This design comes from an exercise in tuning for small area, a short achievable clock period and few clock cycles per item on the open sky130 flow, not from production work.
Function was checked by simulation only, so behaviour that the tests miss may differ from the original.

Design scalar_alu_pipe, start of the top module:
module scalar_alu_pipe #(
   parameter int DATA_W     = 64,
   parameter int MUL_CYCLES = 4
) (
   input  logic              clock,
   input  logic              reset_n,
   input  logic              in_valid,
   output logic              in_ready,
   input  logic [salu_pkg::OP_W-1:0] in_op,
   input  logic              in_wide,
   input  logic [DATA_W-1:0] in_src0,
   input  logic [DATA_W-1:0] in_src1,
   input  logic [salu_pkg::SIMM_W-1:0] in_simm,
   input  logic [salu_pkg::SDST_W-1:0] in_sdst,
   input  logic              in_scc,
   output logic              out_valid,
   input  logic              out_ready,
   output logic [DATA_W-1:0] out_data,
   output logic [salu_pkg::SDST_W-1:0] out_sdst,
   output logic              out_wr,
   output logic              out_scc
);
export LEC_CHECK = 0
export CAP_MARGIN = 20
export CORE_MARGIN = 2
export CORE_UTILIZATION = 35
export SETUP_SLACK_MARGIN = 5
export SLEW_MARGIN = 20
create_clock -name core_clock -period 9.0 [get_ports {clock}]
standard.sh (not shown) runs the stock make flow with config.mk's settings and CLKGATE_MAP_FILE= SYNTH_SCRIPT=/design/flow/synth_recipe.tcl, a recipe that flattens the netlist after the stock synthesis.
==> flow/flow/run.sh <==
#!/bin/bash
# The standard layout (the standard.sh, unchanged synthesis and steps), with
# the port buffers that placement inserts made sky130_fd_sc_hd__buf_1 instead
# of the default delay buffer; the resizer still sizes them as timing needs.
# make's full output goes to layout.log here; each ORFS step also keeps its own
# log under orfs/logs/.
set -euo pipefail
export BUFFER_PORTS_ARGS="-buffer_cell sky130_fd_sc_hd__buf_1"
bash standard.sh > layout.log 2>&1
Testbench counts at the start, summed over its fixed seeds: cycles 12,024, items 12,000.
Edit:
--- a/flow/design.v
+++ b/flow/design.v
@@ -753,62 +753,60 @@
    logic [63:0] lg;
    assign tl = c_mm ? {sel_a, 1'b1, 1'b0, ~sel_a} : tt;
    assign th = w ? tl : 4'b0000;
    always_comb begin
       for (int i = 0; i < 32; i++)  lg[i] = tl[{a[i], yy[i]}];
       for (int i = 32; i < 64; i++) lg[i] = th[{a[i], yy[i]}];
    end
    logic [5:0]  sh;
    logic        fill;
-   logic [63:0] sr;
+   logic [63:0] sr, rsr;
    assign sh   = yy[5:0];
    assign fill = c_ashr & a[63];
    assign sr   = 64'($signed({fill, a}) >>> sh);
+   always_comb
+      for (int i = 0; i < 64; i++) rsr[i] = sr[63-i];
    logic [63:0] res;
-   logic        hs, hr, lr;
+   logic        hs, hr, hl;
    assign hs = c_sum & w;
-   assign hr = (c_shr & w) | c_shl;
-   assign lr = c_shr | (c_shl & w);
-   assign res[31:0]  = lg[31:0]  | ({32{c_sum}} & s[31:0])  | ({32{lr}} & sr[31:0]);
-   assign res[63:32] = lg[63:32] | ({32{hs}}    & s[63:32]) | ({32{hr}} & sr[63:32]);
+   assign hr = c_shr & w;
+   assign hl = c_shl & w;
+   assign res[31:0]  = lg[31:0]  | ({32{c_sum}} & s[31:0])  | ({32{c_shr}} & sr[31:0])  | ({32{c_shl}} & rsr[31:0]);
+   assign res[63:32] = lg[63:32] | ({32{hs}}    & s[63:32]) | ({32{hr}}    & sr[63:32]) | ({32{hl}}    & rsr[63:32]);
    logic flag;
    assign flag = (c_fc & cw) | (c_flt & lt) | (c_fgt & gt) | (c_feq & eq) | (c_fne & ~eq) |
                  (c_fov & ovf) | (c_fscc & p1_scc);
    logic [31:0] m0, m1, m2;
    salu_mul_pp u_mpp (.a(a[31:0]), .one(yy[15:0]), .two(yy[31:16]), .ng(yy[47:32]), .row0(m0), .row1(m1), .row2(m2));
-   logic        r2v, r2_mul, r2_shl, r2_wr, r2_nz, r2_flag;
+   logic        r2v, r2_mul, r2_wr, r2_nz, r2_flag;
    logic [63:0] r2_x;
    logic [31:0] r2_m0, r2_m1, r2_m2;
    logic [6:0]  r2_sdst;
    always_ff @(posedge clock or negedge reset_n)
       if (!reset_n)  r2v <= 1'b0;
       else if (en)   r2v <= p1v;
    always_ff @(posedge clock)
       if (en) begin
          r2_x    <= res;
          r2_m0   <= m0;
          r2_m1   <= m1;
          r2_m2   <= m2;
          r2_mul  <= c_mul;
-         r2_shl  <= c_shl;
          r2_wr   <= c_wr;
          r2_nz   <= c_nz;
          r2_flag <= flag;
          r2_sdst <= p1_sdst;
       end
    logic [31:0] mp;
    logic [63:0] e2_data;
    logic        e2_scc;
    salu_mul_fin u_mfin (.row0(r2_m0), .row1(r2_m1), .row2(r2_m2), .p(mp));
-   logic [63:0] rx;
-   always_comb
-      for (int i = 0; i < 64; i++) rx[i] = r2_x[63-i];
-   assign e2_data = r2_mul ? {32'b0, mp} : r2_shl ? rx : r2_x;
+   assign e2_data = r2_mul ? {32'b0, mp} : r2_x;
    assign e2_scc  = r2_nz ? (r2_x != '0) : r2_flag;
    always_ff @(posedge clock or negedge reset_n)
       if (!reset_n)  out_valid <= 1'b0;
       else if (en)   out_valid <= r2v;
    always_ff @(posedge clock)
       if (en) begin
          out_data <= e2_data;
          out_sdst <= r2_sdst;
          out_wr   <= r2_wr;
What happened:
- The changed run finished with timing, DRC and antenna clean
- maximum frequency is higher by 8.2%
- final cell count came out higher by 1.6%
- critical path depth is lower by 3
- wire length grows by 4.2%
- hold slack gains 0.042 ns
Testbench counts after the change, summed over its fixed seeds: cycles 12,024, items 12,000.

[what the ideal ports hide]
No port has a modelled driver above. Below, the same layouts with a new extraction and two added sets of constraints.
Step 1 assumes that a clkbuf_16 drives the clock port and a buf_2 every other input.
Step 2 adds t to the input delays and takes it off the output delays; t is the mean of the earliest and latest rising clock arrival at the registers after step 1. Input paths then give back, and output paths get back, about the clock's delay inside the block.
Three values: ideal, step 1, step 2; two values: the first two.
| run | t, ns | slack for setup (ns) | worst hold slack (ns) | latest minus earliest clock arrival (ns) | slew at the worst register clock pin (ns) |
|---|---|---|---|---|---|
| the first run | 0.706 | 4.553 / 4.553 / 4.516 | 0.379 / 0.379 / 0.379 | 0.093 / 0.092 | 0.07 / 0.07 |
| the second run | 0.726 | 4.890 / 4.890 / 4.432 | 0.421 / 0.421 / 0.421 | 0.043 / 0.043 | 0.09 / 0.09 |
After both steps setup and hold are still met in every run listed. For the second run, which loses most, drivers alone change the setup slack by 0.000 ns; drivers and shift together by -0.458 ns.
